This is an optimization exercise on Yosys and OpenROAD, whose aim is a short achievable clock period and few clock cycles per item, not a production implementation. Only simulation tests tie the RTL to the original design; equivalence was not proved. The clock port is modelled as an ideal driver; clocking choices that lean on that would not hold on a real chip. Power and IR drop assume default switching activity.

// rv_core
module rv_core (
    input  logic                    clk,
    input  logic                    arst_n,
    output logic [32-1:0]        imem_addr,
    input  logic [32-1:0]        imem_data,
    output logic [32-1:0]        dmem_addr,
    output logic [32-1:0]        dmem_wdata,
    output logic                    dmem_we,
    input  logic [32-1:0]        dmem_rdata,
    output logic                    wb_en,
    output logic [5-1:0]  wb_rd,
    output logic [32-1:0]        wb_data
);
    localparam logic [6:0] OPC_OP     = 7'b0110011;
    localparam logic [6:0] OPC_OP_IMM = 7'b0010011;
    localparam logic [6:0] OPC_LUI    = 7'b0110111;
    localparam logic [6:0] OPC_LOAD   = 7'b0000011;
    localparam logic [6:0] OPC_STORE  = 7'b0100011;
    localparam logic [6:0] OPC_JAL    = 7'b1101111;
    logic [31:0] pc_f;
    logic        v_d;
    logic [31:0] ir_d;
    logic [31:0] pc_d;
    logic        is_op, is_opi, is_lui, is_ld, is_st, is_jal;
    logic        stall;
    logic [31:0] rs1_oh, rs2_oh;
    logic        q_a_ld, q_a_m, q_a_w, q_a_rf, q_a_pc;
    logic        q_b_ld, q_b_m, q_b_w, q_b_rf, q_b_imm;
    logic        q_s_ld, q_s_m, q_s_w, q_s_rf;
    logic        q_fa, q_fb, q_fs, q_dlog, q_dsll, q_dsr;
    logic        we_e, ld_e, st_e;
    logic [4:0]  rd_e;
    logic [31:0] a_e, b_e, sd_e;
    logic        fs_e;
    logic        e_add, e_sub, e_slt, e_xor, e_or, e_and, e_sra;
    logic [31:0] res_e;
    logic        we_m, ld_m, st_m;
    logic [4:0]  rd_m;
    logic [31:0] res_m;
    logic [31:0] addr_m;
    logic [31:0] sd_m;
    logic [4:0]  rd_w;
    logic [31:0] res_w;
    logic        wb_en_q;
    logic [4:0]  wb_rd_q;
    logic [31:0] wb_data_q;
    logic [6:0] opc_f;
    logic [4:0] rs1_f, rs2_f;
    logic       op_f, opi_f, lui_f, ld_f, st_f, jal_f;
    logic       use1_f, use2_f;
    assign opc_f   = imem_data[6:0];
    assign rs1_f   = imem_data[19:15];
    assign rs2_f   = imem_data[24:20];
    assign op_f    = (opc_f == OPC_OP);
    assign opi_f   = (opc_f == OPC_OP_IMM);
    assign lui_f   = (opc_f == OPC_LUI);
    assign ld_f    = (opc_f == OPC_LOAD);
    assign st_f    = (opc_f == OPC_STORE);
    is_jal_op jal_dec (
        .opc (opc_f),
        .jal (jal_f)
    );
  ...
For scale: about 6,000 cells after synthesis, about 200 I/O pins, roughly 76,000 sq um of cells after synthesis.
export LEC_CHECK = 0
export CAP_MARGIN = 20
export CORE_MARGIN = 2
export CORE_UTILIZATION = 70
export SETUP_SLACK_MARGIN = 1.5
export SLEW_MARGIN = 20
export SYNTH_HIERARCHICAL = 1
create_clock -name core_clock -period 11.0 [get_ports {clk}]
standard.sh (not shown) runs the stock make flow with config.mk's settings and CLKGATE_MAP_FILE= SYNTH_SCRIPT=/design/flow/synth_recipe.tcl, a recipe that flattens the netlist after the stock synthesis.
==> flow/flow/run.sh <==
#!/bin/bash
# Standard ORFS layout with these changes:
# - adders are left to ABC (no full-adder cell extraction);
# - repair_timing aims for a setup slack far above the 11 ns clock's, and
#   may resize cells across footprints, so paths are optimised well below
#   the clock period; after CTS more repair rounds run (post_cts.tcl);
# - the clock tree is built from buf_12/buf_16 cells, with clusters of up
#   to 20 sinks within 80 um;
# - before detailed placement, the flip-flops that drive only an output
#   port's buffer are put next to that buffer (pre_dpl.tcl).
set -euo pipefail
bash standard.sh SETUP_SLACK_MARGIN=7.5 ADDER_MAP_FILE= MATCH_CELL_FOOTPRINT=0 \
  POST_CTS_TCL=$PWD/flow/post_cts.tcl PRE_DETAIL_PLACE_TCL=$PWD/flow/pre_dpl.tcl \
  "CTS_ARGS=-sink_clustering_enable -repair_clock_nets -sink_clustering_size 20 -sink_clustering_max_diameter 80 -buf_list {sky130_fd_sc_hd__buf_12 sky130_fd_sc_hd__buf_16} -root_buf sky130_fd_sc_hd__buf_16" \
  finish > standard.log 2>&1
==> flow/flow/post_cts.tcl <==
# Extra setup repair after clock tree synthesis: rounds with a growing
# margin, so the worst paths do not stop the repair of the others.
foreach m {7.0 7.2 7.4 7.6 7.8 8.0} {
  repair_timing -setup -setup_margin $m -repair_tns 100 -max_passes 100
}
detailed_placement
check_placement -verbose
estimate_parasitics -placement
report_worst_slack
==> flow/flow/pre_dpl.tcl <==
# Put each flip-flop that drives only an output port's buffer next to that
# buffer, before detailed placement legalizes the placement.
set block [ord::get_db_block]
set moved 0
foreach bterm [$block getBTerms] {
  if {[$bterm getIoType] ne "OUTPUT"} { continue }
  set net [$bterm getNet]
  if {$net eq "NULL"} { continue }
  set buf ""
  foreach it [$net getITerms] {
    if {[$it isOutputSignal]} { set buf [$it getInst] }
  }
  if {$buf eq ""} { continue }
  foreach it [$buf getITerms] {
    if {![$it isInputSignal]} { continue }
    set n2 [$it getNet]
    if {$n2 eq "NULL"} { continue }
    set drv ""
    set sinks 0
    foreach it2 [$n2 getITerms] {
      if {[$it2 isOutputSignal]} { set drv [$it2 getInst] } else { incr sinks }
    }
    if {$drv ne "" && $sinks == 1 && [[$drv getMaster] isSequential]} {
      set loc [$buf getLocation]
      $drv setLocation [lindex $loc 0] [lindex $loc 1]
      incr moved
    }
  }
}
puts "pre_dpl: moved $moved output flip-flops next to their port buffers"
Testbench counts at the start, summed over its fixed seeds: cycles 8,406, instrs 8,183.
Then changed:
--- a/flow/flow/run.sh
+++ b/flow/flow/run.sh
@@ -12 +12 @@
-bash standard.sh SETUP_SLACK_MARGIN=7.5 ADDER_MAP_FILE= MATCH_CELL_FOOTPRINT=0 \
+bash standard.sh SETUP_SLACK_MARGIN=8.0 ADDER_MAP_FILE= MATCH_CELL_FOOTPRINT=0 \
--- a/flow/flow/post_cts.tcl
+++ b/flow/flow/post_cts.tcl
@@ -3 +3 @@
-foreach m {7.0 7.2 7.4 7.6 7.8 8.0} {
+foreach m {7.4 7.6 7.8 8.0 8.2} {
Count of clock-buffer cells in the layout decreases by 3.
Flip-flop and latch count does not change.
Maximum frequency rose by about 0.64%.
Global-route usage climbs by 1.8 points.
Then changed:
--- a/flow/flow/run.sh
+++ b/flow/flow/run.sh
@@ -8,3 +8 @@
-#   to 20 sinks within 80 um;
-# - before detailed placement, the flip-flops that drive only an output
-#   port's buffer are put next to that buffer (pre_dpl.tcl).
+#   to 20 sinks within 80 um.
@@ -12,2 +10,2 @@
-bash standard.sh SETUP_SLACK_MARGIN=8.0 ADDER_MAP_FILE= MATCH_CELL_FOOTPRINT=0 \
-  POST_CTS_TCL=$PWD/flow/post_cts.tcl PRE_DETAIL_PLACE_TCL=$PWD/flow/pre_dpl.tcl \
+bash standard.sh SETUP_SLACK_MARGIN=7.5 ADDER_MAP_FILE= MATCH_CELL_FOOTPRINT=0 \
+  POST_CTS_TCL=$PWD/flow/post_cts.tcl \
--- a/flow/flow/post_cts.tcl
+++ b/flow/flow/post_cts.tcl
@@ -3 +3 @@
-foreach m {7.4 7.6 7.8 8.0 8.2} {
+foreach m {7.0 7.2 7.4 7.6 7.8 8.0} {
removed: flow/flow/pre_dpl.tcl
=>
- The changed run finished with timing, DRC and antenna clean
- via count falls by a few percent
- design area falls by a few percent
- core utilization falls by 4.4 points
- power falls slightly

[static timing again, ports no longer ideal]
The results above use ideal ports. As a check the final layouts listed here were re-extracted and re-timed, cells and wires unchanged.
Step 1, drivers: a clkbuf_16 drives clk and a buf_2 each remaining input, both assumed.
Step 2 adds t to the input delays and takes it off the output delays; t is the mean of the earliest and latest rising clock arrival at the registers after step 1. Input paths then give back, and output paths get back, about the clock's delay inside the block.
a / b / c = no drivers / after step 1 / after step 2; a / b = the first two.
| run | t (ns) | slack for setup (ns) | worst slew at a driven data input, ns |
|---|---|---|---|
| the first run | 0.780 | 7.574 / 7.483 / 6.859 | 0.26 |
| the second run | 0.798 | 7.596 / 7.504 / 6.846 | 0.27 |
| the third run | 0.778 | 7.572 / 7.483 / 6.894 | 0.26 |
After both steps every run listed still meets setup and hold. The setup slack of the second run, which loses most, moves by -0.092 ns with the drivers and by -0.750 ns with both steps.
